Context: an optimization exercise on an open-source flow, tuned for small area, a short achievable clock period and few clock cycles. The choices shown serve that exercise and are no tape-out recipe.
Function was checked by simulation only, so behaviour that the tests miss may differ from the original.
No activity file was given, so power comes from the tool's default toggle rates.

## lidar_scan_packet_deframer
module lidar_scan_packet_deframer
(
  input  logic        clk,
  input  logic        rst,
  input  logic        s_tvalid,
  output logic        s_tready,
  input  logic [7:0]  s_tdata,
  output logic        m_tvalid,
  input  logic        m_tready,
  output logic [63:0] m_tdata,
  output logic [2:0]  m_tuser,
  output logic        m_tlast,
  input  logic        psel,
  input  logic        penable,
  input  logic        pwrite,
  input  logic [2:0]  paddr,
  input  logic [31:0] pwdata,
  output logic [31:0] prdata,
  output logic        pready
);
  localparam int DEPTH = 40;
  logic [CNT_W-1:0] sample_limit;
  lspd_regs u_regs (
    .clk          (clk),
    .rst          (rst),
    .psel         (psel),
    .penable      (penable),
    .pwrite       (pwrite),
    .paddr        (paddr),
    .pwdata       (pwdata),
    .prdata       (prdata),
    .pready       (pready),
    .sample_limit (sample_limit),
    .count_max    (cmax)
  );
  function automatic logic [5:0] inc40(input logic [5:0] p);
    inc40 = (p == 6'd39) ? 6'd0 : p + 6'd1;
  endfunction
  localparam int S_HDR0 = 0, S_HDR1 = 1, S_TYPE = 2, S_COUNT = 3, S_SA_LO = 4,
                 S_SA_HI = 5, S_EA_LO = 6, S_EA_HI = 7, S_CK_LO = 8, S_CK_HI = 9,
                 S_SMP_LO = 10, S_SMP_HI = 11, S_CKERR = 12;
  localparam logic [12:0] ST_HUNT = 13'd1;
  logic       rdy;
  logic       h_v;
  logic [7:0] h_b;
  logic       h_aa, h_55, h_le1, h_eq1, h_cok, h_hiok;
  logic       accept;
  logic       go;
  logic       stall;
  logic [5:0] cmax;
  ...
For scale: about 2100 cells after synthesis, ~150 I/O pins.
Settings: LEC_CHECK=0, ABC_CLOCK_PERIOD_IN_PS=2000, CAP_MARGIN=20, CORE_MARGIN=2, CORE_UTILIZATION=30, CTS_CLUSTER_DIAMETER=100, CTS_CLUSTER_SIZE=30, SETUP_SLACK_MARGIN=2.35, SLEW_MARGIN=20; clock period 4.5 ns.
run.sh (not shown) runs the stock make flow with config.mk's settings and CLKGATE_MAP_FILE= SYNTH_SCRIPT=/design/flow/synth_recipe.tcl, a recipe that flattens the netlist after the stock synthesis.
Testbench counts at the start, summed over its fixed seeds: cycles 18,635.
==> next run, changes <==
- SETUP_SLACK_MARGIN: 2.35 -> 2.4
Result: The new run completed without violations; hold slack stays flat; via count hardly moves; maximum frequency goes up by 3.0%; flip-flop and latch count does not change.

## run a
lidar_scan_packet_deframer, a different RTL version from the one above (not shown whole).
For scale: roughly 2300 cells after synthesis, ~34000 sq um of cells after synthesis.
export LEC_CHECK = 0
export ABC_CLOCK_PERIOD_IN_PS = 2000
export CAP_MARGIN = 20
export CORE_MARGIN = 2
export CORE_UTILIZATION = 30
export CTS_CLUSTER_DIAMETER = 100
export CTS_CLUSTER_SIZE = 30
export SETUP_SLACK_MARGIN = 2.25
export SLEW_MARGIN = 20
create_clock -name core_clock -period 4.5 [get_ports {clk}]
Testbench counts of run a, summed over its fixed seeds: cycles 18,635.
--- input diff run a..run b ---
- an added PLACE_DENSITY of 0.5
- a change of SETUP_SLACK_MARGIN from 2.25 to 2.3
Notes after the runs:
- Compare run b and run a | worst setup slack lower: run a
- Taking run b over run a, the count of clock-buffer cells in the layout ratio works out to 1.07.
- Comparing run a with run b, the cell count after placement came out essentially unchanged.
- Compared with run a, in run b proportion of power drawn by combinational gates has increased; fraction of standard cell area that is sequential has decreased; detailed route wirelength on metal3 has decreased.
- In the tables for run b and run a, global-route track usage on met1 reads lower with run a.
- A source of the critical timing path of out_i[4] is what run b shows, while rd_g[5] belongs to run a.
- Run b: end-of-flow core utilization higher than run a

Setup of job 4727:
Another version of the RTL of lidar_scan_packet_deframer (not shown whole).
Size: about 2100 cells after synthesis, ~860 flip-flops.
clock: 4.5 ns
lec_check: 0
abc_clock_period_in_ps: 2000
cap_margin: 20
core_margin: 2
core_utilization: 27
cts_cluster_diameter: 100
cts_cluster_size: 30
setup_slack_margin: 2.35
slew_margin: 20
Testbench counts of job 4727, summed over its fixed seeds: cycles 18,635.
[inputs] job 6904 vs job 4727
Settings: a change of SETUP_SLACK_MARGIN from 2.35 to 2.4.
- Cell count after placement: job 4727 vs job 6904, no meaningful difference
- Headroom to the max-slew limit: job 6904 higher than job 4727
- Of job 4727 and job 6904, the run reporting the higher post-route total power was job 6904.
- Against job 4727 as the reference, job 6904 delivers a higher relative area of non-clock buffer cells in the final design.
- Job 6904 ends up with higher detail-routed via count per cell than job 4727 does.
## Diff of input files: job 4233 against job 6904
Settings: PLACE_DENSITY now 0.65, previously not set; SETUP_SLACK_MARGIN now 2.35, was 2.4.
Findings:
Switching portion of total power: job 4233 vs job 6904 down 0.32 points. Job 4233 -> job 6904: area after synthesis delta 0, exact match. Job 4233 contains fewer vias than job 6904.
diff inputs: job 4233 => job 3876
Settings: clearing PLACE_DENSITY, which used to be 0.65; swapping 27 for 30 in CORE_UTILIZATION; swapping 2.35 for 2.4 in SETUP_SLACK_MARGIN.
==> comparison <==
- Re cell-internal power: job 3876 is about 1% down on job 4233.
- Job 3876 vs. job 4233: via count about even, sequential share of layout area shows an increase of 0.17 points, number of ordinary and repair buffers in the finished layout up 9.
- When job 3876 is set beside job 4233, its smallest setup slack after layout turns out to be 0.0074 ns smaller.
- Looking at total power per unit cell area, job 3876 sits 0.38% lower than job 4233 does.
- The critical path's slowest cell comes out sky130_fd_sc_hd__edfxtp_1 in one run and sky130_fd_sc_hd__buf_2 in the other, namely in job 3876 and job 4233 respectively.
- Delta (job 3876 minus job 4233): area added between synthesis and finish shrank by 0.24 points; worst hold slack increased 0.0077 ns.
- Looking only at worst setup slack for register-to-register paths, and setting everything else aside, the higher value of job 4233 and job 3876 goes to job 4233.
- Measured against each other, job 4233 and job 3876 differ in initial antenna violation count, the higher figure coming from job 4233.
- Job 3876 against job 4233; via count of the first global-routing pass is up slightly.

Setup of rev 12:
lidar_scan_packet_deframer, a different RTL version from the one above (not shown whole).
For scale: ~880 flip-flops, ~0.035 mm2 of cells after synthesis.
==> flow/config.mk <==
export PLATFORM = sky130hd
export DESIGN_NAME = lidar_scan_packet_deframer
export DESIGN_NICKNAME = lidar_scan_packet_deframer
export VERILOG_FILES = /design/flow/design.v
export SDC_FILE = /design/flow/constraint.sdc
export NUM_CORES = 4
export LEC_CHECK = 0
export ABC_CLOCK_PERIOD_IN_PS = 2000
export CAP_MARGIN = 20
export CORE_MARGIN = 2
export CORE_UTILIZATION = 25
export CTS_CLUSTER_DIAMETER = 100
export CTS_CLUSTER_SIZE = 30
export SETUP_SLACK_MARGIN = 2.3
export SLEW_MARGIN = 20
==> flow/constraint.sdc <==
create_clock -name core_clock -period 4.5 [get_ports {clk}]
set_input_delay 0.9000 -clock core_clock [delete_from_list [all_inputs] [get_ports {clk}]]
set_output_delay 0.9000 -clock core_clock [all_outputs]
set_load 0.01 [all_outputs]
Testbench counts of rev 12, summed over its fixed seeds: cycles 18,726.
The inputs of rev 13 differ from those of rev 12 as listed below.
- changing CORE_UTILIZATION from 25 to 30
Notes after the runs:
The cell type of the slowest stage on the worst timing path comes out sky130_fd_sc_hd__edfxtp_1 in one run and sky130_fd_sc_hd__dfxtp_2 in the other, namely in rev 12 and rev 13 respectively. Rev 13 vs rev 12, die area went down by 16%. Standard cell core area on rev 13 is ahead of rev 12. Going from rev 12 to rev 13, first-iteration DRC count shrank by more than 10%. Per the comparison of rev 13 with rev 12, met1 layer usage reported by global route has increased, post-route worst setup slack rose by 0.067 ns, switching power went down by about 1.4%.

Setup of run A:
RTL: one of the versions met above, not the one the previous note started from.
Size: roughly 2300 cells after synthesis.
Design lidar_scan_packet_deframer, start of the top module:
module lidar_scan_packet_deframer
(
  input  logic        clk,
  input  logic        rst,
  input  logic        s_tvalid,
  output logic        s_tready,
  input  logic [7:0]  s_tdata,
  output logic        m_tvalid,
  input  logic        m_tready,
  output logic [63:0] m_tdata,
  output logic [2:0]  m_tuser,
  output logic        m_tlast,
  input  logic        psel,
  input  logic        penable,
  input  logic        pwrite,
  input  logic [2:0]  paddr,
  input  logic [31:0] pwdata,
  output logic [31:0] prdata,
  output logic        pready
);
export LEC_CHECK = 0
export ABC_CLOCK_PERIOD_IN_PS = 2000
export CAP_MARGIN = 20
export CORE_MARGIN = 2
export CORE_UTILIZATION = 30
export CTS_CLUSTER_DIAMETER = 100
export CTS_CLUSTER_SIZE = 30
export SETUP_SLACK_MARGIN = 2.3
export SLEW_MARGIN = 20
export TNS_END_PERCENT = 20
create_clock -name core_clock -period 4.5 [get_ports {clk}]
Testbench counts of run A, summed over its fixed seeds: cycles 18,635.
Inputs modified between run A and run B:
# run A
export LEC_CHECK = 0
export ABC_CLOCK_PERIOD_IN_PS = 2000
export CAP_MARGIN = 20
export CORE_MARGIN = 2
export CORE_UTILIZATION = 30
export CTS_CLUSTER_DIAMETER = 100
export CTS_CLUSTER_SIZE = 30
export SETUP_SLACK_MARGIN = 2.3
export SLEW_MARGIN = 20
export TNS_END_PERCENT = 20
create_clock -name core_clock -period 4.5 [get_ports {clk}]
# run B
export LEC_CHECK = 0
export ABC_CLOCK_PERIOD_IN_PS = 2000
export CAP_MARGIN = 20
export CORE_MARGIN = 2
export CORE_UTILIZATION = 30
export CTS_CLUSTER_DIAMETER = 100
export CTS_CLUSTER_SIZE = 30
export SETUP_SLACK_MARGIN = 2.3
export SLEW_MARGIN = 20
create_clock -name core_clock -period 4.5 [get_ports {clk}]
### Flow results
Run B vs run A: wire length of the first global-routing pass up by a few percent
Delta (run B minus run A): fmax went up 7.5%; worst setup slack went up 0.16 ns; global routing usage summed across all routing layers went up 0.56 points; total via count after detailed routing went up about 1.3%.
On run B: share of the core filled with cells in the final layout is 0.54 points higher than what run A gave.
The number of cells on the critical path in run B was lower than what run A gave.
Diff run A -> run B | met2 track demand over resource | increase of 0.71 points
What run C does differently from run B at the input level:
# run B
export LEC_CHECK = 0
export ABC_CLOCK_PERIOD_IN_PS = 2000
export CAP_MARGIN = 20
export CORE_MARGIN = 2
export CORE_UTILIZATION = 30
export CTS_CLUSTER_DIAMETER = 100
export CTS_CLUSTER_SIZE = 30
export SETUP_SLACK_MARGIN = 2.3
export SLEW_MARGIN = 20
create_clock -name core_clock -period 4.5 [get_ports {clk}]
# run C
export LEC_CHECK = 0
export ABC_CLOCK_PERIOD_IN_PS = 3000
export CAP_MARGIN = 20
export CORE_MARGIN = 2
export CORE_UTILIZATION = 30
export CTS_CLUSTER_DIAMETER = 100
export CTS_CLUSTER_SIZE = 30
export SETUP_SLACK_MARGIN = 2.3
export SLEW_MARGIN = 20
create_clock -name core_clock -period 4.5 [get_ports {clk}]
--- outcome ---
- In summary, run C completed successfully, with a layout that passed the timing, DRC and antenna checks.
- Run B -> run C: count of clock-net buffers in the final layout delta 0, exact match
- Final area came out exactly the same in run B and run C.
- For average vias per placed instance, run C and run B come out practically identical.

RTL: one of the versions met above, not the one the previous note started from.
Size: ~860 flip-flops, ~150 I/O pins, roughly 33000 µm² of cells after synthesis.
Settings: LEC_CHECK=0, ABC_CLOCK_PERIOD_IN_PS=2000, CAP_MARGIN=20, CORE_MARGIN=2, CORE_UTILIZATION=27, CTS_CLUSTER_DIAMETER=60, CTS_CLUSTER_SIZE=30, SETUP_SLACK_MARGIN=2.35, SLEW_MARGIN=20; clock period 4.5 ns.
The baseline passed the timing, DRC and antenna checks.
Testbench counts at the start, summed over its fixed seeds: cycles 18,635.
Edit:
Settings changed: CORE_UTILIZATION 27 to 33, CTS_CLUSTER_DIAMETER 60 to 100.
After rerunning:
- The new run ran to the end with no violations
- combinational power is higher by a few percent
- maximum frequency is lower slightly
- sequential cell count does not change
- clock skew is lower by 43 ps
- synthesized area is unchanged
- global-route usage is higher by 2.8 points
- sequential power barely changes

[port drivers added, routing unchanged]
In the flow no input, the clock included, has a driving cell. The finished layouts below were timed again as built, in two steps. Step 1 (the two cells are an assumption about what drives the block):
set clk [get_ports {clk}]
set_driving_cell -lib_cell sky130_fd_sc_hd__clkbuf_16 $clk
set_driving_cell -lib_cell sky130_fd_sc_hd__buf_2 [delete_from_list [all_inputs] $clk]
Step 2 times the ports against the registers' clock, not the clock port: input delays grow and output delays shrink by t, the midpoint of the rising clock arrivals with the driver on. Three values: no drivers, after step 1, after step 2; two values: the first two.
| run | t, ns | setup WS [ns] | pins driven straight from the clock port |
|---|---|---|---|
| the first run of note 1 | 0.669 | 2.294 / 2.208 / 1.782 | 1 |
| the second run of note 1 | 0.672 | 2.359 / 2.269 / 1.725 | 1 |
| run a of note 2 | 0.671 | 2.277 / 2.225 / 1.736 | 1 |
| run b of note 2 | 0.688 | 2.284 / 2.218 / 1.717 | 1 |
| job 4727 | 0.675 | 2.346 / 2.275 / 1.744 | 1 |
| job 6904 | 0.666 | 2.349 / 2.267 / 1.748 | 1 |
| job 4233 | 0.674 | 2.346 / 2.267 / 1.810 | 1 |
| job 3876 | 0.668 | 2.339 / 2.260 / 1.777 | 1 |
| rev 12 | 0.680 | 2.263 / 2.192 / 1.722 | 1 |
| rev 13 | 0.680 | 2.330 / 2.260 / 1.699 | 1 |
| run A of note 5 | 0.653 | 2.136 / 2.071 / 1.501 | 1 |
| run B of note 5 | 0.677 | 2.300 / 2.240 / 1.679 | 1 |
| run C of note 5 | 0.677 | 2.300 / 2.240 / 1.679 | 1 |
| the first run of note 6 | 0.734 | 2.333 / 2.263 / 1.813 | 1 |
| the second run of note 6 | 0.659 | 2.312 / 2.264 / 1.696 | 1 |
After both steps every run listed still meets setup and hold. The setup slack of run A of note 5, which loses most, moves by -0.065 ns with the drivers and by -0.635 ns with both steps.
